Context: an optimization exercise on an open-source flow, tuned for small area and a short achievable clock period. The choices shown serve that exercise and are no tape-out recipe.
RTL that was checked went through simulation tests only; none was proved equivalent to the original.
For run 1, only the layout was checked, not whether the RTL still works.
Power figures rest on the tool's default switching activity, not on a simulated workload.

==> flow/design.v (outline; a module is shown in full before it is edited, if it fits) <==
// module cpu_alu_shifter: 48 lines
// module cpu_alu_mux2i: 8 lines
// module cpu_alu: 871 lines
// module cpu_alu_benc: 10 lines
// module cpu_alu_bpp: 11 lines
// module cpu_alu_benc2: 16 lines
// module cpu_alu_bpp2: 13 lines
// module cpu_alu_bppbit: 10 lines
// module cpu_alu_fa: 10 lines
// module cpu_alu_ha: 9 lines
// module cpu_alu_cpa: 689 lines
// module cpu_alu_nand2: 3 lines
// module cpu_alu_nor2: 3 lines
// module cpu_alu_xnor2: 3 lines
// module cpu_alu_inv: 3 lines
// module cpu_alu_aoi21: 3 lines
// module cpu_alu_oai21: 3 lines
// module cpu_alu_maj3i: 3 lines
// module cpu_alu_xor2: 3 lines
// module cpu_alu_and2: 3 lines
// module cpu_alu_mux2: 3 lines
module cpu_alu #(
    parameter int WIDTH = pkg_cpu_alu::ALU_WIDTH
) (
    input  logic             clk,
    input  logic             rst,
    input  logic             in_valid,
    input  logic [WIDTH-1:0] a,
    input  logic [WIDTH-1:0] b,
    input  logic [3:0]       oper,
    input  logic [3:0]       flags_in,
    output logic             out_valid,
    output logic [WIDTH-1:0] result,
    output logic [3:0]       flags_out
);
  // ...
==> flow/flow/run.sh <==
#!/bin/bash
# Standard layout, except that the port buffers are plain buf_2 cells instead of the
# resizer's default choice, and synthesis maps each module for a light output load, so that
# the one-gate modules get minimum-size cells (the resizer upsizes what timing needs).
set -e
export BUFFER_PORTS_ARGS="-buffer_cell sky130_fd_sc_hd__buf_2"
bash standard.sh finish ABC_LOAD_IN_FF=1 > standard.log 2>&1
==> flow/standard.sh <==
#!/bin/bash
# synth_recipe.tcl (not shown) runs the flow's synth.tcl, then flattens the netlist and writes it again
# the make line also repeats each setting of config.mk as NAME=value (left out here)
make -C /OpenROAD-flow-scripts/flow DESIGN_CONFIG=/design/flow/config.mk WORK_HOME=/design/flow/orfs CLKGATE_MAP_FILE= SYNTH_SCRIPT=/design/flow/synth_recipe.tcl "${@:-finish}"
==> flow/config.mk <==
export PLATFORM = sky130hd
export DESIGN_NAME = cpu_alu
export DESIGN_NICKNAME = cpu_alu
export VERILOG_FILES = /design/flow/design.v
export SDC_FILE = /design/flow/constraint.sdc
export NUM_CORES = 4
export LEC_CHECK = 0
export CAP_MARGIN = 20
export CORE_MARGIN = 2
export CORE_UTILIZATION = 60
export SETUP_SLACK_MARGIN = 3.3
export SLEW_MARGIN = 20
export SYNTH_HIERARCHICAL = 1
==> flow/constraint.sdc <==
create_clock -name core_clock -period 11.0 [get_ports {clk}]
set_input_delay 2.2000 -clock core_clock [delete_from_list [all_inputs] [get_ports {clk}]]
set_output_delay 2.2000 -clock core_clock [all_outputs]
set_load 0.01 [all_outputs]
==> flow_summary.yaml, run 1 <==
routing:
  viasPerCell: 6.58
  vias: 18800
  route.detailed.drc: 0
  route.met2.wl_um: 32100
logic_synthesis:
  synth_area_per_cell_um2: 8.46
  synth_commonest_cells: "361 x xnor2_1, 310 x mux2i_1, 293 x o22ai_1"
  netlist_top_cells_area: "fa_1 21%, xnor2_1 16%, mux2i_1 15%, o22ai_1 9.1%, ha_1 4.1%"
  synthSimpleGateAreaFrac_pct: 8.93
  synth_compound_area_share_pct: 18.4
  synth_cells: 2379
timing:
  rsz0062_at_grt: "yes"
  whs_ns: 2.06
  period_share_pct: 68.8
placement:
  gp_congestion: 0.953
  placedCellCount: 2827
worst_setup_path:
  critPathRequiredTime_ns: 11.12
  startpoint_type: "input port"
  cp_max_fo: 39
  critPathLaunch: "b[3]"
  critPathArrivalTime_ns: 7.69
clocking:
  numCtsBuffers: 5
  cts_hold_buf: 0
run_status:
  status: "timing/DRC/antenna clean"
global_routing:
  grt_pass1_wl_um: 107000
power_and_ir_drop:
  seq-power_mw: 0.196
  maxPowerGroup: "combinational cells"
floorplanning:
  start_util_pct: 60.4
==> inputs of run 2 (changes only) <==
--- a/flow/design.v
+++ b/flow/design.v
@@ -1426,266 +1426,254 @@
     cpu_alu_oai21 u_n190 (.i_a(n183), .i_b(n189), .i_c(n181), .o_y(n190));
     logic n191;
     cpu_alu_aoi21 u_n191 (.i_a(n185), .i_b(n175), .i_c(n184), .o_y(n191));
     logic n192;
     cpu_alu_aoi21 u_n192 (.i_a(n62), .i_b(n29), .i_c(n30), .o_y(n192));
     logic n193;
     cpu_alu_nand2 u_n193 (.i_a(n62), .i_b(n61), .o_y(n193));
     logic n194;
-    cpu_alu_aoi21 u_n194 (.i_a(n64), .i_b(n31), .i_c(n32), .o_y(n194));
+    cpu_alu_inv u_n194 (.i_a(n191), .o_y(n194));
     logic n195;
-    cpu_alu_nand2 u_n195 (.i_a(n64), .i_b(n63), .o_y(n195));
+    cpu_alu_aoi21 u_n195 (.i_a(n61), .i_b(n194), .i_c(n29), .o_y(n195));
     logic n196;
-    cpu_alu_inv u_n196 (.i_a(n192), .o_y(n196));
+    cpu_alu_oai21 u_n196 (.i_a(n193), .i_b(n191), .i_c(n192), .o_y(n196));
     logic n197;
-    cpu_alu_aoi21 u_n197 (.i_a(n63), .i_b(n196), .i_c(n31), .o_y(n197));
+    cpu_alu_aoi21 u_n197 (.i_a(n64), .i_b(n31), .i_c(n32), .o_y(n197));
     logic n198;
-    cpu_alu_inv u_n198 (.i_a(n193), .o_y(n198));
+    cpu_alu_nand2 u_n198 (.i_a(n64), .i_b(n63), .o_y(n198));
     logic n199;
-    cpu_alu_nand2 u_n199 (.i_a(n63), .i_b(n198), .o_y(n199));
+    cpu_alu_aoi21 u_n199 (.i_a(n63), .i_b(n196), .i_c(n31), .o_y(n199));
     logic n200;
-    cpu_alu_oai21 u_n200 (.i_a(n195), .i_b(n192), .i_c(n194), .o_y(n200));
+    cpu_alu_inv u_n200 (.i_a(n196), .o_y(n200));
     logic n201;
-    cpu_alu_nor2 u_n201 (.i_a(n195), .i_b(n193), .o_y(n201));
+    cpu_alu_oai21 u_n201 (.i_a(n198), .i_b(n200), .i_c(n197), .o_y(n201));
     logic n202;
-    cpu_alu_inv u_n202 (.i_a(n191), .o_y(n202));
+    cpu_alu_nand2 u_n202 (.i_a(i_xn[0]), .i_b(i_yn[0]), .o_y(n202));
     logic n203;
-    cpu_alu_aoi21 u_n203 (.i_a(n61), .i_b(n202), .i_c(n29), .o_y(n203));
+    cpu_alu_nand2 u_n203 (.i_a(i_xn[1]), .i_b(i_yn[1]), .o_y(n203));
     logic n204;
-    cpu_alu_oai21 u_n204 (.i_a(n193), .i_b(n191), .i_c(n192), .o_y(n204));
+    cpu_alu_nand2 u_n204 (.i_a(i_xn[2]), .i_b(i_yn[2]), .o_y(n204));
     logic n205;
-    cpu_alu_oai21 u_n205 (.i_a(n199), .i_b(n191), .i_c(n197), .o_y(n205));
+    cpu_alu_nand2 u_n205 (.i_a(i_xn[3]), .i_b(i_yn[3]), .o_y(n205));
     logic n206;
-    cpu_alu_inv u_n206 (.i_a(n191), .o_y(n206));
+    cpu_alu_nand2 u_n206 (.i_a(i_xn[4]), .i_b(i_yn[4]), .o_y(n206));
     logic n207;
-    cpu_alu_aoi21 u_n207 (.i_a(n201), .i_b(n206), .i_c(n200), .o_y(n207));
+    cpu_alu_nand2 u_n207 (.i_a(i_xn[5]), .i_b(i_yn[5]), .o_y(n207));
     logic n208;
-    cpu_alu_nand2 u_n208 (.i_a(i_xn[0]), .i_b(i_yn[0]), .o_y(n208));
+    cpu_alu_nand2 u_n208 (.i_a(i_xn[6]), .i_b(i_yn[6]), .o_y(n208));
     logic n209;
-    cpu_alu_nand2 u_n209 (.i_a(i_xn[1]), .i_b(i_yn[1]), .o_y(n209));
+    cpu_alu_nand2 u_n209 (.i_a(i_xn[7]), .i_b(i_yn[7]), .o_y(n209));
     logic n210;
-    cpu_alu_nand2 u_n210 (.i_a(i_xn[2]), .i_b(i_yn[2]), .o_y(n210));
+    cpu_alu_nand2 u_n210 (.i_a(i_xn[8]), .i_b(i_yn[8]), .o_y(n210));
     logic n211;
-    cpu_alu_nand2 u_n211 (.i_a(i_xn[3]), .i_b(i_yn[3]), .o_y(n211));
+    cpu_alu_nand2 u_n211 (.i_a(i_xn[9]), .i_b(i_yn[9]), .o_y(n211));
     logic n212;
-    cpu_alu_nand2 u_n212 (.i_a(i_xn[4]), .i_b(i_yn[4]), .o_y(n212));
+    cpu_alu_nand2 u_n212 (.i_a(i_xn[10]), .i_b(i_yn[10]), .o_y(n212));
     logic n213;
-    cpu_alu_nand2 u_n213 (.i_a(i_xn[5]), .i_b(i_yn[5]), .o_y(n213));
+    cpu_alu_nand2 u_n213 (.i_a(i_xn[11]), .i_b(i_yn[11]), .o_y(n213));
     logic n214;
-    cpu_alu_nand2 u_n214 (.i_a(i_xn[6]), .i_b(i_yn[6]), .o_y(n214));
+    cpu_alu_nand2 u_n214 (.i_a(i_xn[12]), .i_b(i_yn[12]), .o_y(n214));
     logic n215;
-    cpu_alu_nand2 u_n215 (.i_a(i_xn[7]), .i_b(i_yn[7]), .o_y(n215));
+    cpu_alu_nand2 u_n215 (.i_a(i_xn[13]), .i_b(i_yn[13]), .o_y(n215));
     logic n216;
-    cpu_alu_nand2 u_n216 (.i_a(i_xn[8]), .i_b(i_yn[8]), .o_y(n216));
+    cpu_alu_nand2 u_n216 (.i_a(i_xn[14]), .i_b(i_yn[14]), .o_y(n216));
     logic n217;
-    cpu_alu_nand2 u_n217 (.i_a(i_xn[9]), .i_b(i_yn[9]), .o_y(n217));
+    cpu_alu_nand2 u_n217 (.i_a(i_xn[15]), .i_b(i_yn[15]), .o_y(n217));
     logic n218;
-    cpu_alu_nand2 u_n218 (.i_a(i_xn[10]), .i_b(i_yn[10]), .o_y(n218));
+    cpu_alu_nand2 u_n218 (.i_a(i_xn[16]), .i_b(i_yn[16]), .o_y(n218));
     logic n219;
-    cpu_alu_nand2 u_n219 (.i_a(i_xn[11]), .i_b(i_yn[11]), .o_y(n219));
+    cpu_alu_nand2 u_n219 (.i_a(i_xn[17]), .i_b(i_yn[17]), .o_y(n219));
     logic n220;
-    cpu_alu_nand2 u_n220 (.i_a(i_xn[12]), .i_b(i_yn[12]), .o_y(n220));
+    cpu_alu_nand2 u_n220 (.i_a(i_xn[18]), .i_b(i_yn[18]), .o_y(n220));
     logic n221;
-    cpu_alu_nand2 u_n221 (.i_a(i_xn[13]), .i_b(i_yn[13]), .o_y(n221));
+    cpu_alu_nand2 u_n221 (.i_a(i_xn[19]), .i_b(i_yn[19]), .o_y(n221));
     logic n222;
-    cpu_alu_nand2 u_n222 (.i_a(i_xn[14]), .i_b(i_yn[14]), .o_y(n222));
+    cpu_alu_nand2 u_n222 (.i_a(i_xn[20]), .i_b(i_yn[20]), .o_y(n222));
     logic n223;
-    cpu_alu_nand2 u_n223 (.i_a(i_xn[15]), .i_b(i_yn[15]), .o_y(n223));
+    cpu_alu_nand2 u_n223 (.i_a(i_xn[21]), .i_b(i_yn[21]), .o_y(n223));
     logic n224;
-    cpu_alu_nand2 u_n224 (.i_a(i_xn[16]), .i_b(i_yn[16]), .o_y(n224));
+    cpu_alu_nand2 u_n224 (.i_a(i_xn[22]), .i_b(i_yn[22]), .o_y(n224));
     logic n225;
-    cpu_alu_nand2 u_n225 (.i_a(i_xn[17]), .i_b(i_yn[17]), .o_y(n225));
+    cpu_alu_nand2 u_n225 (.i_a(i_xn[23]), .i_b(i_yn[23]), .o_y(n225));
     logic n226;
-    cpu_alu_nand2 u_n226 (.i_a(i_xn[18]), .i_b(i_yn[18]), .o_y(n226));
+    cpu_alu_nand2 u_n226 (.i_a(i_xn[24]), .i_b(i_yn[24]), .o_y(n226));
     logic n227;
-    cpu_alu_nand2 u_n227 (.i_a(i_xn[19]), .i_b(i_yn[19]), .o_y(n227));
+    cpu_alu_nand2 u_n227 (.i_a(i_xn[25]), .i_b(i_yn[25]), .o_y(n227));
     logic n228;
-    cpu_alu_nand2 u_n228 (.i_a(i_xn[20]), .i_b(i_yn[20]), .o_y(n228));
+    cpu_alu_nand2 u_n228 (.i_a(i_xn[26]), .i_b(i_yn[26]), .o_y(n228));
     logic n229;
-    cpu_alu_nand2 u_n229 (.i_a(i_xn[21]), .i_b(i_yn[21]), .o_y(n229));
+    cpu_alu_nand2 u_n229 (.i_a(i_xn[27]), .i_b(i_yn[27]), .o_y(n229));
     logic n230;
-    cpu_alu_nand2 u_n230 (.i_a(i_xn[22]), .i_b(i_yn[22]), .o_y(n230));
+    cpu_alu_nand2 u_n230 (.i_a(i_xn[28]), .i_b(i_yn[28]), .o_y(n230));
     logic n231;
-    cpu_alu_nand2 u_n231 (.i_a(i_xn[23]), .i_b(i_yn[23]), .o_y(n231));
+    cpu_alu_nand2 u_n231 (.i_a(i_xn[29]), .i_b(i_yn[29]), .o_y(n231));
     logic n232;
-    cpu_alu_nand2 u_n232 (.i_a(i_xn[24]), .i_b(i_yn[24]), .o_y(n232));
+    cpu_alu_nand2 u_n232 (.i_a(i_xn[30]), .i_b(i_yn[30]), .o_y(n232));
     logic n233;
-    cpu_alu_nand2 u_n233 (.i_a(i_xn[25]), .i_b(i_yn[25]), .o_y(n233));
+    cpu_alu_xor2 u_n233 (.i_a(n33), .i_b(i_cin), .o_y(n233));
     logic n234;
-    cpu_alu_nand2 u_n234 (.i_a(i_xn[26]), .i_b(i_yn[26]), .o_y(n234));
+    cpu_alu_xor2 u_n234 (.i_a(n34), .i_b(n202), .o_y(n234));
     logic n235;
-    cpu_alu_nand2 u_n235 (.i_a(i_xn[27]), .i_b(i_yn[27]), .o_y(n235));
+    cpu_alu_xor2 u_n235 (.i_a(n35), .i_b(n203), .o_y(n235));
     logic n236;
-    cpu_alu_nand2 u_n236 (.i_a(i_xn[28]), .i_b(i_yn[28]), .o_y(n236));
+    cpu_alu_xor2 u_n236 (.i_a(n36), .i_b(n204), .o_y(n236));
     logic n237;
-    cpu_alu_nand2 u_n237 (.i_a(i_xn[29]), .i_b(i_yn[29]), .o_y(n237));
+    cpu_alu_xor2 u_n237 (.i_a(n37), .i_b(n205), .o_y(n237));
     logic n238;
-    cpu_alu_nand2 u_n238 (.i_a(i_xn[30]), .i_b(i_yn[30]), .o_y(n238));
+    cpu_alu_xor2 u_n238 (.i_a(n38), .i_b(n206), .o_y(n238));
     logic n239;
-    cpu_alu_xor2 u_n239 (.i_a(n33), .i_b(i_cin), .o_y(n239));
+    cpu_alu_xor2 u_n239 (.i_a(n39), .i_b(n207), .o_y(n239));
     logic n240;
-    cpu_alu_xor2 u_n240 (.i_a(n34), .i_b(n208), .o_y(n240));
+    cpu_alu_xor2 u_n240 (.i_a(n40), .i_b(n208), .o_y(n240));
     logic n241;
-    cpu_alu_xor2 u_n241 (.i_a(n35), .i_b(n209), .o_y(n241));
+    cpu_alu_xor2 u_n241 (.i_a(n41), .i_b(n209), .o_y(n241));
     logic n242;
-    cpu_alu_xor2 u_n242 (.i_a(n36), .i_b(n210), .o_y(n242));
+    cpu_alu_xor2 u_n242 (.i_a(n42), .i_b(n210), .o_y(n242));
     logic n243;
-    cpu_alu_xor2 u_n243 (.i_a(n37), .i_b(n211), .o_y(n243));
+    cpu_alu_xor2 u_n243 (.i_a(n43), .i_b(n211), .o_y(n243));
     logic n244;
-    cpu_alu_xor2 u_n244 (.i_a(n38), .i_b(n212), .o_y(n244));
+    cpu_alu_xor2 u_n244 (.i_a(n44), .i_b(n212), .o_y(n244));
     logic n245;
-    cpu_alu_xor2 u_n245 (.i_a(n39), .i_b(n213), .o_y(n245));
+    cpu_alu_xor2 u_n245 (.i_a(n45), .i_b(n213), .o_y(n245));
     logic n246;
-    cpu_alu_xor2 u_n246 (.i_a(n40), .i_b(n214), .o_y(n246));
+    cpu_alu_xor2 u_n246 (.i_a(n46), .i_b(n214), .o_y(n246));
     logic n247;
-    cpu_alu_xor2 u_n247 (.i_a(n41), .i_b(n215), .o_y(n247));
+    cpu_alu_xor2 u_n247 (.i_a(n47), .i_b(n215), .o_y(n247));
     logic n248;
-    cpu_alu_xor2 u_n248 (.i_a(n42), .i_b(n216), .o_y(n248));
+    cpu_alu_xor2 u_n248 (.i_a(n48), .i_b(n216), .o_y(n248));
     logic n249;
-    cpu_alu_xor2 u_n249 (.i_a(n43), .i_b(n217), .o_y(n249));
+    cpu_alu_xor2 u_n249 (.i_a(n49), .i_b(n217), .o_y(n249));
     logic n250;
-    cpu_alu_xor2 u_n250 (.i_a(n44), .i_b(n218), .o_y(n250));
+    cpu_alu_xor2 u_n250 (.i_a(n50), .i_b(n218), .o_y(n250));
     logic n251;
-    cpu_alu_xor2 u_n251 (.i_a(n45), .i_b(n219), .o_y(n251));
+    cpu_alu_xor2 u_n251 (.i_a(n51), .i_b(n219), .o_y(n251));
     logic n252;
-    cpu_alu_xor2 u_n252 (.i_a(n46), .i_b(n220), .o_y(n252));
+    cpu_alu_xor2 u_n252 (.i_a(n52), .i_b(n220), .o_y(n252));
     logic n253;
-    cpu_alu_xor2 u_n253 (.i_a(n47), .i_b(n221), .o_y(n253));
+    cpu_alu_xor2 u_n253 (.i_a(n53), .i_b(n221), .o_y(n253));
     logic n254;
-    cpu_alu_xor2 u_n254 (.i_a(n48), .i_b(n222), .o_y(n254));
+    cpu_alu_xor2 u_n254 (.i_a(n54), .i_b(n222), .o_y(n254));
     logic n255;
-    cpu_alu_xor2 u_n255 (.i_a(n49), .i_b(n223), .o_y(n255));
+    cpu_alu_xor2 u_n255 (.i_a(n55), .i_b(n223), .o_y(n255));
     logic n256;
-    cpu_alu_xor2 u_n256 (.i_a(n50), .i_b(n224), .o_y(n256));
+    cpu_alu_xor2 u_n256 (.i_a(n56), .i_b(n224), .o_y(n256));
     logic n257;
-    cpu_alu_xor2 u_n257 (.i_a(n51), .i_b(n225), .o_y(n257));
+    cpu_alu_xor2 u_n257 (.i_a(n57), .i_b(n225), .o_y(n257));
     logic n258;
-    cpu_alu_xor2 u_n258 (.i_a(n52), .i_b(n226), .o_y(n258));
+    cpu_alu_xor2 u_n258 (.i_a(n58), .i_b(n226), .o_y(n258));
     logic n259;
-    cpu_alu_xor2 u_n259 (.i_a(n53), .i_b(n227), .o_y(n259));
+    cpu_alu_xor2 u_n259 (.i_a(n59), .i_b(n227), .o_y(n259));
     logic n260;
-    cpu_alu_xor2 u_n260 (.i_a(n54), .i_b(n228), .o_y(n260));
+    cpu_alu_xor2 u_n260 (.i_a(n60), .i_b(n228), .o_y(n260));
     logic n261;
-    cpu_alu_xor2 u_n261 (.i_a(n55), .i_b(n229), .o_y(n261));
+    cpu_alu_xor2 u_n261 (.i_a(n61), .i_b(n229), .o_y(n261));
     logic n262;
-    cpu_alu_xor2 u_n262 (.i_a(n56), .i_b(n230), .o_y(n262));
+    cpu_alu_xor2 u_n262 (.i_a(n62), .i_b(n230), .o_y(n262));
     logic n263;
-    cpu_alu_xor2 u_n263 (.i_a(n57), .i_b(n231), .o_y(n263));
+    cpu_alu_xor2 u_n263 (.i_a(n63), .i_b(n231), .o_y(n263));
     logic n264;
-    cpu_alu_xor2 u_n264 (.i_a(n58), .i_b(n232), .o_y(n264));
+    cpu_alu_xor2 u_n264 (.i_a(n64), .i_b(n232), .o_y(n264));
     logic n265;
-    cpu_alu_xor2 u_n265 (.i_a(n59), .i_b(n233), .o_y(n265));
+    cpu_alu_nor2 u_n265 (.i_a(n233), .i_b(n234), .o_y(n265));
     logic n266;
-    cpu_alu_xor2 u_n266 (.i_a(n60), .i_b(n234), .o_y(n266));
+    cpu_alu_nor2 u_n266 (.i_a(n235), .i_b(n236), .o_y(n266));
     logic n267;
-    cpu_alu_xor2 u_n267 (.i_a(n61), .i_b(n235), .o_y(n267));
+    cpu_alu_nor2 u_n267 (.i_a(n237), .i_b(n238), .o_y(n267));
     logic n268;
-    cpu_alu_xor2 u_n268 (.i_a(n62), .i_b(n236), .o_y(n268));
+    cpu_alu_nor2 u_n268 (.i_a(n239), .i_b(n240), .o_y(n268));
     logic n269;
-    cpu_alu_xor2 u_n269 (.i_a(n63), .i_b(n237), .o_y(n269));
+    cpu_alu_nor2 u_n269 (.i_a(n241), .i_b(n242), .o_y(n269));
     logic n270;
-    cpu_alu_xor2 u_n270 (.i_a(n64), .i_b(n238), .o_y(n270));
+    cpu_alu_nor2 u_n270 (.i_a(n243), .i_b(n244), .o_y(n270));
     logic n271;
-    cpu_alu_nor2 u_n271 (.i_a(n239), .i_b(n240), .o_y(n271));
+    cpu_alu_nor2 u_n271 (.i_a(n245), .i_b(n246), .o_y(n271));
     logic n272;
-    cpu_alu_nor2 u_n272 (.i_a(n241), .i_b(n242), .o_y(n272));
+    cpu_alu_nor2 u_n272 (.i_a(n247), .i_b(n248), .o_y(n272));
     logic n273;
-    cpu_alu_nor2 u_n273 (.i_a(n243), .i_b(n244), .o_y(n273));
+    cpu_alu_nor2 u_n273 (.i_a(n249), .i_b(n250), .o_y(n273));
     logic n274;
-    cpu_alu_nor2 u_n274 (.i_a(n245), .i_b(n246), .o_y(n274));
+    cpu_alu_nor2 u_n274 (.i_a(n251), .i_b(n252), .o_y(n274));
     logic n275;
-    cpu_alu_nor2 u_n275 (.i_a(n247), .i_b(n248), .o_y(n275));
+    cpu_alu_nor2 u_n275 (.i_a(n253), .i_b(n254), .o_y(n275));
     logic n276;
-    cpu_alu_nor2 u_n276 (.i_a(n249), .i_b(n250), .o_y(n276));
+    cpu_alu_nor2 u_n276 (.i_a(n255), .i_b(n256), .o_y(n276));
     logic n277;
-    cpu_alu_nor2 u_n277 (.i_a(n251), .i_b(n252), .o_y(n277));
+    cpu_alu_nor2 u_n277 (.i_a(n257), .i_b(n258), .o_y(n277));
     logic n278;
-    cpu_alu_nor2 u_n278 (.i_a(n253), .i_b(n254), .o_y(n278));
+    cpu_alu_nor2 u_n278 (.i_a(n259), .i_b(n260), .o_y(n278));
     logic n279;
-    cpu_alu_nor2 u_n279 (.i_a(n255), .i_b(n256), .o_y(n279));
+    cpu_alu_nor2 u_n279 (.i_a(n261), .i_b(n262), .o_y(n279));
     logic n280;
-    cpu_alu_nor2 u_n280 (.i_a(n257), .i_b(n258), .o_y(n280));
+    cpu_alu_nor2 u_n280 (.i_a(n263), .i_b(n264), .o_y(n280));
     logic n281;
-    cpu_alu_nor2 u_n281 (.i_a(n259), .i_b(n260), .o_y(n281));
+    cpu_alu_nand2 u_n281 (.i_a(n265), .i_b(n266), .o_y(n281));
     logic n282;
-    cpu_alu_nor2 u_n282 (.i_a(n261), .i_b(n262), .o_y(n282));
+    cpu_alu_nand2 u_n282 (.i_a(n267), .i_b(n268), .o_y(n282));
     logic n283;
-    cpu_alu_nor2 u_n283 (.i_a(n263), .i_b(n264), .o_y(n283));
+    cpu_alu_nand2 u_n283 (.i_a(n269), .i_b(n270), .o_y(n283));
     logic n284;
-    cpu_alu_nor2 u_n284 (.i_a(n265), .i_b(n266), .o_y(n284));
+    cpu_alu_nand2 u_n284 (.i_a(n271), .i_b(n272), .o_y(n284));
     logic n285;
-    cpu_alu_nor2 u_n285 (.i_a(n267), .i_b(n268), .o_y(n285));
+    cpu_alu_nand2 u_n285 (.i_a(n273), .i_b(n274), .o_y(n285));
     logic n286;
-    cpu_alu_nor2 u_n286 (.i_a(n269), .i_b(n270), .o_y(n286));
+    cpu_alu_nand2 u_n286 (.i_a(n275), .i_b(n276), .o_y(n286));
     logic n287;
-    cpu_alu_nand2 u_n287 (.i_a(n271), .i_b(n272), .o_y(n287));
+    cpu_alu_nand2 u_n287 (.i_a(n277), .i_b(n278), .o_y(n287));
     logic n288;
-    cpu_alu_nand2 u_n288 (.i_a(n273), .i_b(n274), .o_y(n288));
+    cpu_alu_nand2 u_n288 (.i_a(n279), .i_b(n280), .o_y(n288));
     logic n289;
-    cpu_alu_nand2 u_n289 (.i_a(n275), .i_b(n276), .o_y(n289));
+    cpu_alu_nor2 u_n289 (.i_a(n281), .i_b(n282), .o_y(n289));
     logic n290;
-    cpu_alu_nand2 u_n290 (.i_a(n277), .i_b(n278), .o_y(n290));
+    cpu_alu_nor2 u_n290 (.i_a(n283), .i_b(n284), .o_y(n290));
     logic n291;
-    cpu_alu_nand2 u_n291 (.i_a(n279), .i_b(n280), .o_y(n291));
+    cpu_alu_nor2 u_n291 (.i_a(n285), .i_b(n286), .o_y(n291));
     logic n292;
-    cpu_alu_nand2 u_n292 (.i_a(n281), .i_b(n282), .o_y(n292));
+    cpu_alu_nor2 u_n292 (.i_a(n287), .i_b(n288), .o_y(n292));
     logic n293;
-    cpu_alu_nand2 u_n293 (.i_a(n283), .i_b(n284), .o_y(n293));
+    cpu_alu_nand2 u_n293 (.i_a(n289), .i_b(n290), .o_y(n293));
     logic n294;
-    cpu_alu_nand2 u_n294 (.i_a(n285), .i_b(n286), .o_y(n294));
+    cpu_alu_nand2 u_n294 (.i_a(n291), .i_b(n292), .o_y(n294));
     logic n295;
-    cpu_alu_nor2 u_n295 (.i_a(n287), .i_b(n288), .o_y(n295));
+    cpu_alu_nor2 u_n295 (.i_a(n293), .i_b(n294), .o_y(n295));
+    assign o_zero = n295;
+    assign p = {n64, n63, n62, n61, n60, n59, n58, n57, n56, n55, n54, n53, n52, n51, n50, n49, n48, n47, n46, n45, n44, n43, n42, n41, n40, n39, n38, n37, n36, n35, n34, n33};
     logic n296;
-    cpu_alu_nor2 u_n296 (.i_a(n289), .i_b(n290), .o_y(n296));
+    cpu_alu_inv u_n296 (.i_a(n199), .o_y(n296));
     logic n297;
-    cpu_alu_nor2 u_n297 (.i_a(n291), .i_b(n292), .o_y(n297));
+    cpu_alu_inv u_n297 (.i_a(n195), .o_y(n297));
     logic n298;
-    cpu_alu_nor2 u_n298 (.i_a(n293), .i_b(n294), .o_y(n298));
+    cpu_alu_inv u_n298 (.i_a(n191), .o_y(n298));
     logic n299;
-    cpu_alu_nand2 u_n299 (.i_a(n295), .i_b(n296), .o_y(n299));
+    cpu_alu_inv u_n299 (.i_a(n186), .o_y(n299));
     logic n300;
-    cpu_alu_nand2 u_n300 (.i_a(n297), .i_b(n298), .o_y(n300));
+    cpu_alu_inv u_n300 (.i_a(n173), .o_y(n300));
     logic n301;
-    cpu_alu_nor2 u_n301 (.i_a(n299), .i_b(n300), .o_y(n301));
-    assign o_zero = n301;
-    assign p = {n64, n63, n62, n61, n60, n59, n58, n57, n56, n55, n54, n53, n52, n51, n50, n49, n48, n47, n46, n45, n44, n43, n42, n41, n40, n39, n38, n37, n36, n35, n34, n33};
+    cpu_alu_inv u_n301 (.i_a(n172), .o_y(n301));
     logic n302;
-    cpu_alu_inv u_n302 (.i_a(n207), .o_y(n302));
+    cpu_alu_inv u_n302 (.i_a(n169), .o_y(n302));
     logic n303;
-    cpu_alu_inv u_n303 (.i_a(n203), .o_y(n303));
+    cpu_alu_inv u_n303 (.i_a(n164), .o_y(n303));
     logic n304;
-    cpu_alu_inv u_n304 (.i_a(n191), .o_y(n304));
+    cpu_alu_inv u_n304 (.i_a(n130), .o_y(n304));
     logic n305;
-    cpu_alu_inv u_n305 (.i_a(n186), .o_y(n305));
+    cpu_alu_inv u_n305 (.i_a(n128), .o_y(n305));
     logic n306;
-    cpu_alu_inv u_n306 (.i_a(n173), .o_y(n306));
+    cpu_alu_inv u_n306 (.i_a(n125), .o_y(n306));
     logic n307;
-    cpu_alu_inv u_n307 (.i_a(n172), .o_y(n307));
+    cpu_alu_inv u_n307 (.i_a(n121), .o_y(n307));
     logic n308;
-    cpu_alu_inv u_n308 (.i_a(n169), .o_y(n308));
+    cpu_alu_inv u_n308 (.i_a(n107), .o_y(n308));
     logic n309;
-    cpu_alu_inv u_n309 (.i_a(n164), .o_y(n309));
+    cpu_alu_inv u_n309 (.i_a(n102), .o_y(n309));
     logic n310;
-    cpu_alu_inv u_n310 (.i_a(n130), .o_y(n310));
+    cpu_alu_inv u_n310 (.i_a(n82), .o_y(n310));
     logic n311;
-    cpu_alu_inv u_n311 (.i_a(n128), .o_y(n311));
-    logic n312;
-    cpu_alu_inv u_n312 (.i_a(n125), .o_y(n312));
-    logic n313;
-    cpu_alu_inv u_n313 (.i_a(n121), .o_y(n313));
-    logic n314;
-    cpu_alu_inv u_n314 (.i_a(n107), .o_y(n314));
-    logic n315;
-    cpu_alu_inv u_n315 (.i_a(n102), .o_y(n315));
-    logic n316;
-    cpu_alu_inv u_n316 (.i_a(n82), .o_y(n316));
-    logic n317;
-    cpu_alu_inv u_n317 (.i_a(n66), .o_y(n317));
-    assign c = {n302, n205, n204, n303, n304, n190, n188, n305, n175, n306, n307, n171, n308, n168, n166, n309, n131, n310, n311, n126, n312, n123, n122, n313, n314, n106, n104, n315, n83, n316, n317, n65};
+    cpu_alu_inv u_n311 (.i_a(n66), .o_y(n311));
+    assign c = {n201, n296, n196, n297, n298, n190, n188, n299, n175, n300, n301, n171, n302, n168, n166, n303, n131, n304, n305, n126, n306, n123, n122, n307, n308, n106, n104, n309, n83, n310, n311, n65};
     cpu_alu_mux2i u_res0 (.i_s(i_cin), .i_0(d0n[0]), .i_1(d1n[0]), .o_y(o_result[0]));
     cpu_alu_mux2i u_res1 (.i_s(n65), .i_0(d0n[1]), .i_1(d1n[1]), .o_y(o_result[1]));
     cpu_alu_mux2i u_res2 (.i_s(n66), .i_0(d1n[2]), .i_1(d0n[2]), .o_y(o_result[2]));
     cpu_alu_mux2i u_res3 (.i_s(n82), .i_0(d1n[3]), .i_1(d0n[3]), .o_y(o_result[3]));
     cpu_alu_mux2i u_res4 (.i_s(n83), .i_0(d0n[4]), .i_1(d1n[4]), .o_y(o_result[4]));
     cpu_alu_mux2i u_res5 (.i_s(n102), .i_0(d1n[5]), .i_1(d0n[5]), .o_y(o_result[5]));
     cpu_alu_mux2i u_res6 (.i_s(n104), .i_0(d0n[6]), .i_1(d1n[6]), .o_y(o_result[6]));
     cpu_alu_mux2i u_res7 (.i_s(n106), .i_0(d0n[7]), .i_1(d1n[7]), .o_y(o_result[7]));
@@ -1705,19 +1693,19 @@
     cpu_alu_mux2i u_res21 (.i_s(n171), .i_0(d0n[21]), .i_1(d1n[21]), .o_y(o_result[21]));
     cpu_alu_mux2i u_res22 (.i_s(n172), .i_0(d1n[22]), .i_1(d0n[22]), .o_y(o_result[22]));
     cpu_alu_mux2i u_res23 (.i_s(n173), .i_0(d1n[23]), .i_1(d0n[23]), .o_y(o_result[23]));
     cpu_alu_mux2i u_res24 (.i_s(n175), .i_0(d0n[24]), .i_1(d1n[24]), .o_y(o_result[24]));
     cpu_alu_mux2i u_res25 (.i_s(n186), .i_0(d1n[25]), .i_1(d0n[25]), .o_y(o_result[25]));
     cpu_alu_mux2i u_res26 (.i_s(n188), .i_0(d0n[26]), .i_1(d1n[26]), .o_y(o_result[26]));
     cpu_alu_mux2i u_res27 (.i_s(n190), .i_0(d0n[27]), .i_1(d1n[27]), .o_y(o_result[27]));
     cpu_alu_mux2i u_res28 (.i_s(n191), .i_0(d1n[28]), .i_1(d0n[28]), .o_y(o_result[28]));
-    cpu_alu_mux2i u_res29 (.i_s(n203), .i_0(d1n[29]), .i_1(d0n[29]), .o_y(o_result[29]));
-    cpu_alu_mux2i u_res30 (.i_s(n204), .i_0(d0n[30]), .i_1(d1n[30]), .o_y(o_result[30]));
-    cpu_alu_mux2i u_res31 (.i_s(n205), .i_0(d0n[31]), .i_1(d1n[31]), .o_y(o_result[31]));
+    cpu_alu_mux2i u_res29 (.i_s(n195), .i_0(d1n[29]), .i_1(d0n[29]), .o_y(o_result[29]));
+    cpu_alu_mux2i u_res30 (.i_s(n196), .i_0(d0n[30]), .i_1(d1n[30]), .o_y(o_result[30]));
+    cpu_alu_mux2i u_res31 (.i_s(n199), .i_0(d1n[31]), .i_1(d0n[31]), .o_y(o_result[31]));
     logic [31:0] d0n;
     logic [31:0] d1n;
     assign d0n = ~(i_sel ? p : i_other);
     assign d1n = ~(i_sel ? ~p : i_other);
     assign o_cout = c[31];
     assign o_c31  = c[30];
 endmodule
 module cpu_alu_nand2 (input logic i_a, input logic i_b, output logic o_y);
==> flow/flow/run.sh (replaced) <==
#!/bin/bash
# Standard layout, except that the port buffers are plain buf_2 cells instead of the
# resizer's default choice.
set -e
export BUFFER_PORTS_ARGS="-buffer_cell sky130_fd_sc_hd__buf_2"
bash standard.sh > standard.log 2>&1
==> flow/config.mk (replaced) <==
export PLATFORM = sky130hd
export DESIGN_NAME = cpu_alu
export DESIGN_NICKNAME = cpu_alu
export VERILOG_FILES = /design/flow/design.v
export SDC_FILE = /design/flow/constraint.sdc
export NUM_CORES = 4
export LEC_CHECK = 0
export CAP_MARGIN = 20
export CORE_MARGIN = 2
export CORE_UTILIZATION = 60
export PLACE_DENSITY = 0.75
export SETUP_SLACK_MARGIN = 3.4
export SLEW_MARGIN = 20
export SYNTH_HIERARCHICAL = 1
==> run 2 against run 1 <==
Global-route usage down 0.59 points. Clock-buffer cell count decreased by 2. Sequential share of layout area is essentially flat. Hold slack worse by 0.0023 ns. Critical path depth down 2. Non-clock buffer count grew 4. Area after synthesis increased by 0.24%. Clock power increased by 12%. Sequential cell count did not move. Die area up 0.23%. Highest routed layer is now met5. Fmax grew 0.70%.
==> flow_summary.yaml, run 2 <==
placement:
  dp_worst_setup_slack_ns: 1.88
  portBuffers: 109
  place.detailed.hpwl_um: 52000
  placedCellCount: 2819
  gp_congestion: 1.02
final_layout:
  drive_gt1_share_pct: 13.5
  finalNonFillerCells: 2850
  n_fill_cell: 2862
  final_core_util_pct: 64.8
  final_common_cell: "xnor2_1"
  area_delta_synth_final_pct: 7.02
  nets: 2751
  regArea_um2: 721
  top_register: "r_result"
  top_regs: "r_result (32), r_flags (3), r_valid (1)"
  final_cell_mix: "362 x xnor2_1, 289 x mux2i_1, 288 x o22ai_1"
  largest_register_ff_count: 32
  multi_input_comb_area_um2: 18400
clocking:
  htree_levels: 2
  clockBufferDepth: 2
  numCtsBuffers: 5
  cts_hold_buf: 0
  clkTransAtPathRegs_ns: 0.06
  cts_tree: "done"
  cts.sinks: 36
  cts-root-buf: "clkbuf_16"
worst_setup_path:
  startpoint_type: "input port"
  crit_type: "input port to register"
  critPathLaunch: "b[1]"
  worstSetupEndpoint: "r_flags[0]$_DFF_P_"
  cp-end-kind: "register"
  cp_max_fo: 25
  critPathArrivalTime_ns: 7.64
  critPathRequiredTime_ns: 11.13
power_and_ir_drop:
  p_leak_nw: 8.64
  p_total_mw: 4.49
  ir_drop_mv: 0.279
  pwr_density_cell_nw_per_um2: 208
logic_synthesis:
  syn_area_um2: 20200
  yosysTopAreaCellShare_pct: 20.9
  synth_cells: 2372
  synth_warnings: 9
  netlist_top_cells_area: "fa_1 21%, xnor2_1 16%, mux2i_1 15%, o22ai_1 9.1%, ha_1 4.1%"
  synth_commonest_cells: "370 x xnor2_1, 310 x mux2i_1, 293 x o22ai_1"
  ys_types: 75
  synth_area_per_cell_um2: 8.50
  synth-edff-count: 0
  synth_ff_type: "dfxtp_1"
  yosys.cell_count.top_type: "xnor2_1"
  postSynth.asyncResetShare_pct: 0
  yosysSeqAreaShare_pct: 3.57
  ys_seq_elements: 36
  yosys.area.top_type: "fa_1"
timing:
  fin_crit_ns: 7.51
  rsz0062_at_grt: "yes"
  finalMaxSlewViolations: 0
  setup_ws_ns: 3.49
  setup-tns-final_ns: 0
  worst_pin_slew_ns: 1.02
  fmax_ghz: 0.133
  period_share_pct: 68.3
  max_slew_margin_pct: 31.7
  setup_viol: 0
  finalHoldViolCount: 0
routing:
  ant_nets: 0
  route.detailed.drc: 0
  viasPerCell: 6.74
  firstDrtPassIters: 7
  wl_um: 70500
  routed_wire_length_per_instance_um: 24.7
  drt_iter0_drc: 2444
  vias: 19200
global_routing:
  grt_pass1_vias: 18700
  grt_max_degree: 63
  grt_pass1_wl_um: 108000
  grt_antenna_before_repair: 1
  grt_use_total_pct: 39.2
  grt_overflow_total: 0
floorplanning:
  die_h_um: 187
  die_x_um: 187
  core_area_um2: 33300
  die-area_um2: 35100
  ioPinCount: 112
  placementRows: 67
  start_util_pct: 60.6
run_status:
  status: "timing/DRC/antenna clean"
flow_run:
  max-cap-violations: 0
hold_path:
  hp-class: "input port to register"
## run 2: cell types whose count changed in the layout (fill, tap and decap cells not counted), sizes merged
cell | previous run | this run
a21oi | 96 | 95
and2b | 0 | 1
buf | 160 | 162
bufinv | 0 | 1
clkinv | 0 | 1
inv | 140 | 138
nand2 | 195 | 194
nor2 | 132 | 131
nor2b | 6 | 5
o21ai | 101 | 100
## run 2: routing by layer
metal	share of wire, %	global-route usage [%]	vias to the layer above
li1	-	-	8389
met1	39	51.7	9279
met2	44	61.9	1273
met3	11	8.26	254
met4	5.1	17.7	2
met5	0.037	0.687	-
## run 2: logic make-up after synthesis
group	count (synthesis)	synth area share, %
mux	317	15.8
simple gates	405	8.88
xor+xnor	452	19.6
buf+inv	289	8.05
flops	36	3.57
compound gates	595	19.1
other cells	1	0.0186
fa+ha+maj	277	25.0
## run 2: timing repair
action	in CTS	in global routing
buffers inserted	2	19
resized for setup	77	54
endpoints found under the setup margin	17	10
cloned	0	1
pin swaps	3	11
## run 2: stage by stage
| step | hold slack [ns] | instance area (um2) |
|---|---|---|
| 2_1_floorplan | 2.27 | 20200 |
| 3_3_place_gp | 2.36 | 20600 |
| 3_5_place_dp | 2.36 | 20600 |
| 4_1_cts | 2.06 | 21100 |
| 5_1_grt | 2.06 | 21600 |
| 6_report | 2.06 | 21600 |
## run 2: modules after synthesis (local to each module, per instance), a selection
module | copies in the design | flops+latches | cell area (um2) | cells inside
cpu_alu_mux2i | 256 | 0 | 10.0 | 1
cpu_alu_xnor2 | 32 | 0 | 8.76 | 1
cpu_alu | 1 | 36 | 3640 | 508
cpu_alu_inv | 36 | 0 | 3.75 | 1
cpu_alu_maj3i | 1 | 0 | 18.8 | 3
cpu_alu_fa | 210 | 0 | 20.0 | 1
cpu_alu_aoi21 | 41 | 0 | 8.76 | 1
cpu_alu_xor2 | 80 | 0 | 8.76 | 1
cpu_alu_cpa | 1 | 0 | 718 | 108
cpu_alu_oai21 | 25 | 0 | 5.00 | 1
cpu_alu_nand2 | 98 | 0 | 3.75 | 1
cpu_alu_nor2 | 62 | 0 | 3.75 | 1
## run 2: worst max-delay path: stages
cell and delay (ns):
buf_8 0.23, xor2_1 0.31, nand2_4 0.24, o22ai_1 0.32, fa_1 0.49, fa_1 0.57
fa_1 0.44, fa_1 0.39, fa_1 0.51, fa_1 0.53, mux2i_2 0.28, xor2_2 0.29
xor2_1 0.11, nor2_1 0.14, nand2_1 0.09, nor2_1 0.12, nand2_1 0.08, nor2_1 0.10
nand2_1 0.06, o41ai_2 0.11
## run 2: area by class of cell
class	count	share of cell area, %
Sequential cell	36	3.34
Tap cell	448	2.60
Clock inverter	3	0.197
Multi-Input combinational cell	2050	85.4
Clock buffer	5	0.580
Antenna cell	1	0.0116
Timing Repair Buffer	169	5.43
Inverter	138	2.40
## run 2: how the worst min path moves through the flow
stage               cells past startpoint              end  slack (ns)  from
floorplan                               1  r_valid$_DFF_P_        2.27   rst
global placement                        2  r_valid$_DFF_P_        2.36   rst
detailed placement                      2  r_valid$_DFF_P_        2.36   rst
CTS                                     2  r_valid$_DFF_P_        2.06   rst
global route                            2  r_valid$_DFF_P_        2.06   rst
finish                                  2  r_valid$_DFF_P_        2.06   rst
## run 2: power by group
part	switching (mW)	internal [mW]
Sequential	0.00971	0.185
Clock	0.0551	0.106
Combinational	2.41	1.72
Total	2.48	2.02
==> inputs of run 3 (changes only) <==
--- a/flow/config.mk
+++ b/flow/config.mk
@@ -8,7 +8,6 @@
 export CAP_MARGIN = 20
 export CORE_MARGIN = 2
 export CORE_UTILIZATION = 60
-export PLACE_DENSITY = 0.75
 export SETUP_SLACK_MARGIN = 3.4
 export SLEW_MARGIN = 20
 export SYNTH_HIERARCHICAL = 1
==> run 3 against run 2 <==
Core utilization increased by 0.51 points. Via count decreased by 0.77%. Area after synthesis unchanged. Hold slack improved by 0.020 ns. Sequential cell count unchanged. Cell area increased by 0.79%. Sequential share of layout area about the same. First-iteration DRC count decreased by 10%. Clock power decreased by 9%. Final cell count about the same. Global-route usage increased by 1.5 points.
==> flow_summary.yaml, run 3 <==
worst_setup_path:
  slowest_stage: "fa_1"
  cp-end-kind: "register"
  critPathArrivalTime_ns: 7.69
  critPathLaunch: "b[4]"
  cp_max_fo: 26
  path_cells: "buf_6 > xor2_2 > nand2_4 > buf_4 > o22ai_1 > fa_1 > fa_1 > fa_1 > fa_1 > fa_1 > mux2i_2 > xor2_2 > a21oi_2 > o21ai_1 > a21oi_2 > o21ai_4 > a21oi_4 > o21ai_2 > a21oi_2 > inv_1 > nand3b_1 > a31oi_1"
  cp_top_family: "adder cells"
  critical_path_buf_inv_count: 3
  critPathRequiredTime_ns: 11.21
  cpPeakStageDelay_ns: 0.54
  crit_cells: 22
  startpoint_type: "input port"
  worstSetupEndpoint: "r_flags[2]$_DFF_P_"
  path_common_cell: "fa_1"
  crit_type: "input port to register"
floorplanning:
  die_x_um: 187
  die_h_um: 187
  die-area_um2: 35100
  core_area_um2: 33300
  start_util_pct: 60.6
  placementRows: 67
  ioPinCount: 112
logic_synthesis:
  syn_area_um2: 20200
  synth_cells: 2372
  synth-edff-count: 0
  yosysTopAreaCellShare_pct: 20.9
  ys_seq_elements: 36
  postSynth.asyncResetShare_pct: 0
  ys_types: 75
  synth_commonest_cells: "370 x xnor2_1, 310 x mux2i_1, 293 x o22ai_1"
  synth_ff_type: "dfxtp_1"
  yosys.area.top_type: "fa_1"
  netlist_top_cells_area: "fa_1 21%, xnor2_1 16%, mux2i_1 15%, o22ai_1 9.1%, ha_1 4.1%"
  synth_area_per_cell_um2: 8.50
  yosys.cell_count.top_type: "xnor2_1"
  synth_warnings: 9
  yosysSeqAreaShare_pct: 3.57
clocking:
  cts-root-buf: "clkbuf_16"
  cts.sinks: 36
  numCtsBuffers: 5
  clkTransAtPathRegs_ns: 0.05
  htree_levels: 2
  cts_hold_buf: 0
  clockBufferDepth: 2
  cts_tree: "done"
timing:
  setup_ws_ns: 3.52
  fmax_ghz: 0.134
  finalMaxSlewViolations: 0
  setup_viol: 0
  period_share_pct: 68.0
  setup-tns-final_ns: 0
  rsz0062_at_grt: "no"
  fin_crit_ns: 7.48
  max_slew_margin_pct: 25.2
  worst_pin_slew_ns: 1.12
  finalHoldViolCount: 0
final_layout:
  final_cell_mix: "359 x xnor2_1, 286 x o22ai_1, 281 x mux2i_1"
  area_delta_synth_final_pct: 7.86
  top_register: "r_result"
  fin_area_um2: 21700
  nets: 2751
  final_core_util_pct: 65.3
  n_antenna_cell: 0
  largest_register_ff_count: 32
  final_common_cell: "xnor2_1"
  drive_gt1_share_pct: 14.2
  top_regs: "r_result (32), r_flags (3), r_valid (1)"
global_routing:
  grt_antenna_before_repair: 1
  grt_max_degree: 99
  grt_overflow_total: 0
  grt_use_total_pct: 40.7
  grt_pass1_wl_um: 110000
  grt_pass1_vias: 18600
placement:
  dp_worst_setup_slack_ns: 1.80
  portBuffers: 109
  place.detailed.hpwl_um: 53800
  placed_cell_area_um2: 20600
  gp_congestion: 0.987
hold_path:
  hp-class: "input port to register"
run_status:
  status: "timing/DRC/antenna clean"
flow_run:
  max-cap-violations: 0
power_and_ir_drop:
  ir_drop_mv: 0.331
  p_leak_nw: 8.70
  pwr_density_cell_nw_per_um2: 207
routing:
  ant_nets: 0
  route.detailed.drc: 0
  vias: 19100
  routed_wire_length_per_instance_um: 25.4
  viasPerCell: 6.69
  wl_um: 72400
  drt_iter0_drc: 2200
  firstDrtPassIters: 5
==> run 3: routing by layer <==
layer / vias to the layer above / wire (um) / GRT usage (%) / part of all wire (%)
li1: 8395 / - / - / -
met1: 9243 / 29300 / 54.8 / 40
met2: 1181 / 31900 / 64.2 / 44
met3: 231 / 7310 / 6.85 / 10
met4: 0 / 3910 / 18.3 / 5.4
met5: - / 0 / 0 / 0
==> run 3: worst min-delay path by stage <==
stage          cells after the start  startpoint              end  slack [ns]
2_1_floorplan                      1         rst  r_valid$_DFF_P_        2.27
3_3_place_gp                       2         rst  r_valid$_DFF_P_        2.36
3_5_place_dp                       2         rst  r_valid$_DFF_P_        2.37
4_1_cts                            2         rst  r_valid$_DFF_P_        2.08
5_1_grt                            2         rst  r_valid$_DFF_P_        2.09
6_report                           2         rst  r_valid$_DFF_P_        2.08
==> run 3: power breakdown <==
part | total, mW | switching, mW | internal [mW]
registers | 0.196 | 0.0110 | 0.185
clock network | 0.146 | 0.0514 | 0.0950
logic | 4.15 | 2.41 | 1.74
total | 4.49 | 2.47 | 2.02
==> run 3: cell type report <==
type / count / area, um2
multi-input combinational: 2051 / 18600
tap: 448 / 561
sequential: 36 / 721
fill: 2960 / 11500
timing repair buffer: 168 / 1180
inverter: 138 / 518
clock buffer: 7 / 153
==> run 3: cells by family (layout without fill, tap and decap cells) <==
logic type      Yosys count  after routing  share of synthesized area, %
fa+ha+maj               277            277                          25.0
xor+xnor                452            453                          19.6
simple gates            405            405                          8.88
flops                    36             36                          3.57
other cells               1              4                        0.0186
mux                     317            317                          15.8
compound gates          595            595                          19.1
buf+inv                 289            313                          8.05
==> run 3: modules after synthesis (local to each module, per instance), excerpt <==
| module | flops+latches | times used |
|---|---|---|
| cpu_alu | 36 | 1 |
| cpu_alu_shifter | 0 | 1 |
| cpu_alu_cpa | 0 | 1 |
| cpu_alu_fa | 0 | 210 |
| cpu_alu_maj3i | 0 | 1 |
| cpu_alu_ha | 0 | 30 |
| cpu_alu_mux2i | 0 | 256 |
| cpu_alu_aoi21 | 0 | 41 |
| cpu_alu_xnor2 | 0 | 32 |
| cpu_alu_xor2 | 0 | 80 |
| cpu_alu_and2 | 0 | 16 |
| cpu_alu_oai21 | 0 | 25 |
| cpu_alu_inv | 0 | 36 |
| cpu_alu_nand2 | 0 | 98 |
| cpu_alu_nor2 | 0 | 62 |
==> run 3: per-stage QoR <==
| stage | instances | hold slack, ns | power, mW |
|---|---|---|---|
| 5_1_grt | 2848 | 2.09 | 4.84 |
| 3_3_place_gp | 2816 | 2.36 | 3.79 |
| 4_1_cts | 2829 | 2.08 | 4.15 |
| 3_5_place_dp | 2816 | 2.37 | 3.88 |
| 6_report | 2848 | 2.08 | 4.49 |
| 2_1_floorplan | 2375 | 2.27 | 2.64 |
==> run 3: what timing repair did <==
item                                    in CTS  in global routing
buffers inserted                             5                 18
endpoints found under the setup margin      19                  9
gates resized for setup                     77                 81
pin swaps                                    5                 11
cloned                                       1                  1
==> inputs of run 4 (changes only) <==
==> flow/flow/run.sh (replaced) <==
#!/bin/bash
# Standard layout, except that the port buffers are plain buf_2 cells instead of the
# resizer's default choice, and synthesis maps each module for a light output load, so that
# the one-gate modules get minimum-size cells (the resizer upsizes what timing needs).
set -e
export BUFFER_PORTS_ARGS="-buffer_cell sky130_fd_sc_hd__buf_2"
bash standard.sh finish ABC_LOAD_IN_FF=1 > standard.log 2>&1
==> run 4 against run 3 <==
Setup slack got worse by 0.0060 ns. Synthesized cell count about the same. Combinational power is essentially flat. Routed wire length down 0.33%. Clock power is essentially flat. Non-clock buffer count is 7 higher. Die area fell by 0.35%. Fmax hardly changed. Sequential power barely moved. Core utilization is 0.18 points lower. Critical path type unchanged.
==> flow_summary.yaml, run 4 <==
logic_synthesis:
  yosys.cell_count.top_type: "xnor2_1"
  postSynth.asyncResetShare_pct: 0
  ys_seq_elements: 36
  synth_warnings: 9
  syn_area_um2: 20100
  netlist_top_cells_area: "fa_1 21%, xnor2_1 16%, mux2i_1 15%, o22ai_1 9.1%, ha_1 4.1%"
  synth_ff_type: "dfxtp_1"
  yosysSeqAreaShare_pct: 3.59
  synth_area_per_cell_um2: 8.47
  ys_types: 76
  yosysTopAreaCellShare_pct: 20.9
  synth_commonest_cells: "361 x xnor2_1, 310 x mux2i_1, 293 x o22ai_1"
  yosys.area.top_type: "fa_1"
  synth-edff-count: 0
  synth_cells: 2373
worst_setup_path:
  cpPeakStageDelay_ns: 0.53
  path_cells: "clkbuf_4 > xnor2_4 > nand2_4 > buf_4 > o22ai_1 > fa_1 > fa_1 > fa_1 > fa_1 > fa_1 > fa_1 > mux2i_2 > xor2_2 > xor2_1 > nor2_1 > nand2_1 > nor2_1 > nand2_1 > nor2_1 > nand2_1 > o41ai_1"
  critPathRequiredTime_ns: 11.11
  crit_type: "input port to register"
  cp-end-kind: "register"
  path_common_cell: "fa_1"
  cp_max_fo: 12
  startpoint_type: "input port"
  slowest_stage: "fa_1"
  critPathArrivalTime_ns: 7.60
routing:
  ant_nets: 0
  firstDrtPassIters: 5
  viasPerCell: 6.57
  wl_um: 72100
  drt_iter0_drc: 1782
  vias: 18800
  route.detailed.drc: 0
  routed_wire_length_per_instance_um: 25.2
timing:
  fin_crit_ns: 7.49
  rsz0062_at_grt: "yes"
  fmax_ghz: 0.134
  period_share_pct: 68.1
  worst_pin_slew_ns: 1.06
  setup-tns-final_ns: 0
  max_slew_margin_pct: 29.3
  finalHoldViolCount: 0
  setup_viol: 0
  finalMaxSlewViolations: 0
global_routing:
  grt_max_degree: 93
  grt_pass1_vias: 18300
  grt_overflow_total: 0
  grt_pass1_wl_um: 108000
  grt_antenna_before_repair: 0
  grt_use_total_pct: 40.0
clocking:
  cts_hold_buf: 0
  clkTransAtPathRegs_ns: 0.05
  numCtsBuffers: 5
  htree_levels: 2
  cts_tree: "done"
  clockBufferDepth: 2
  cts-root-buf: "clkbuf_16"
  cts.sinks: 36
power_and_ir_drop:
  clkPwrFrac_pct: 3.2
  switching_share_pct: 55.1
  ir_drop_mv: 0.300
  pwr_density_cell_nw_per_um2: 208
  combPwrFrac_pct: 92.5
  p_leak_nw: 8.73
  internal_power_mw: 2.03
  power_frac_seq_pct: 4.3
  p_sw_mw: 2.48
floorplanning:
  die_x_um: 187
  placementRows: 67
  die_h_um: 187
  start_util_pct: 60.4
  core_area_um2: 33300
  ioPinCount: 112
  die-area_um2: 35000
placement:
  gp_congestion: 0.973
  placed_cell_area_um2: 20500
  place.detailed.hpwl_um: 53600
  portBuffers: 109
final_layout:
  largest_register_ff_count: 32
  area_delta_synth_final_pct: 7.95
  final_cell_mix: "351 x xnor2_1, 291 x o22ai_1, 288 x mux2i_1"
  top_regs: "r_result (32), r_flags (3), r_valid (1)"
  drive_gt1_share_pct: 12.8
  top_register: "r_result"
  nets: 2760
  n_antenna_cell: 0
  fin_area_um2: 21700
  final_common_cell: "xnor2_1"
run_status:
  status: "timing/DRC/antenna clean"
hold_path:
  hp-class: "input port to register"
flow_run:
  max-cap-violations: 0
[run 4: cell types whose count changed after synthesis, sizes merged]
cell,delta
and2b,-1
buf,+1
nor2b,+1
[run 4: worst paths after layout]
check / from / end / slack, ns / depth (start not counted)
setup / recovery: b[0] / r_flags[0]$_DFF_P_ / 3.51 / 21
hold / removal: rst / r_valid$_DFF_P_ / 2.07 / 2
[run 4: modules after synthesis, one instance, submodules excluded, a selection]
| module | cells inside | cell area (um2) | flip-flops and latches | copies in the design |
|---|---|---|---|---|
| cpu_alu_and2 | 1 | 6.26 | 0 | 16 |
| cpu_alu_aoi21 | 1 | 5.00 | 0 | 41 |
| cpu_alu_fa | 1 | 20.0 | 0 | 210 |
| cpu_alu_mux2i | 1 | 10.0 | 0 | 256 |
| cpu_alu_nand2 | 1 | 3.75 | 0 | 98 |
| cpu_alu_oai21 | 1 | 5.00 | 0 | 25 |
| cpu_alu_xnor2 | 1 | 8.76 | 0 | 32 |
[run 4: critical path: cells and delay by family]
| family | cells | cell delay (ns) |
|---|---|---|
| buf+inv | 2 | 0.43 |
| xor+xnor | 3 | 0.66 |
| mux | 1 | 0.31 |
| compound gates | 2 | 0.34 |
| fa+ha+maj | 6 | 2.85 |
| simple gates | 7 | 0.76 |
[run 4: power groups by stage]
stage	registers [mW]	logic (mW)	clock network, mW
2_1_floorplan	0.229	2.36	0
3_3_place_gp	0.198	3.60	0
3_5_place_dp	0.199	3.68	0
4_1_cts	0.196	3.81	0.145
5_1_grt	0.201	4.50	0.151
6_report	0.196	4.17	0.143
[run 4: area by class of cell]
cell class	count	area [um2]
fillers	2932	11600
clock buffers	8	146
flip-flops and latches	36	721
inverters	138	518
repair buffers	175	1270
multi-input cells	2053	18500
well taps	448	561
[run 4: cells by family after synthesis]
logic type / synth area share [%]
AO/OA/AOI/OAI: 18.3
buffers and inverters: 8.19
XOR/XNOR: 20.0
AND/OR/NAND/NOR: 8.91
multiplexers: 15.8
flip-flops: 3.59
adder cells (fa/ha/maj): 25.1
other: 0.0187
[run 4: timing repair]
| action | in CTS | in global routing |
|---|---|---|
| buffers inserted | 8 | 16 |
| pin swaps | 7 | 12 |
| setup endpoints to repair | 19 | 10 |
| cloned | 2 | 3 |
| gates resized for setup | 68 | 74 |
[run 4: stage by stage]
| stage | hold WS, ns | std cells | util, % | total power [mW] | setup WS [ns] |
|---|---|---|---|---|---|
| detailed placement | 2.37 | 2821 | 61.7 | 3.88 | 1.82 |
| CTS | 2.07 | 2839 | 63.5 | 4.15 | 3.40 |
| global route | 2.08 | 2858 | 65.2 | 4.86 | 3.33 |
| floorplan | 2.27 | 2376 | - | 2.59 | 3.69 |
| global placement | 2.36 | 2820 | 61.6 | 3.80 | 1.84 |
| finish | 2.07 | 2858 | 65.2 | 4.51 | 3.51 |
[run 4: metal layers]
| layer | vias to the layer above | wire length, um | global-route usage [%] |
|---|---|---|---|
| li1 | 8403 | - | - |
| met1 | 9149 | 29600 | 54.4 |
| met2 | 1025 | 31800 | 63.8 |
| met3 | 208 | 6930 | 6.29 |
| met4 | 0 | 3820 | 16.4 |
| met5 | - | 0 | 0 |

## re-timing with driven ports
How much do the figures lean on ideal ports? The routed layouts below were timed once more, with nothing changed but the port constraints.
Step 1 assumes that a clkbuf_16 drives the clock port and a buf_2 every other input.
Step 2 also shifts input and output timing later by t, the mid clock arrival at the registers, as if the neighbouring blocks saw the same clock.
Three values: no drivers, after step 1, after step 2; two values: the first two.
| run | t (ns) | slack for setup (ns) | hold WS [ns] | latest minus earliest clock arrival (ns) | worst register clock-pin slew, ns |
|---|---|---|---|---|---|
| run 1 | 0.319 | 3.434 / 3.444 / 3.126 | 2.064 / 2.054 / 2.372 | 0.007 / 0.007 | 0.06 / 0.06 |
| run 2 | 0.319 | 3.487 / 3.472 / 3.153 | 2.062 / 2.045 / 2.363 | 0.009 / 0.009 | 0.06 / 0.06 |
| run 3 | 0.321 | 3.517 / 3.519 / 3.198 | 2.082 / 2.060 / 2.381 | 0.006 / 0.006 | 0.06 / 0.06 |
| run 4 | 0.317 | 3.511 / 3.524 / 3.207 | 2.072 / 2.058 / 2.375 | 0.004 / 0.005 | 0.05 / 0.05 |
After both steps every run listed still meets setup and hold. The setup slack of run 2, which loses most, moves by -0.015 ns with the drivers and by -0.334 ns with both steps.
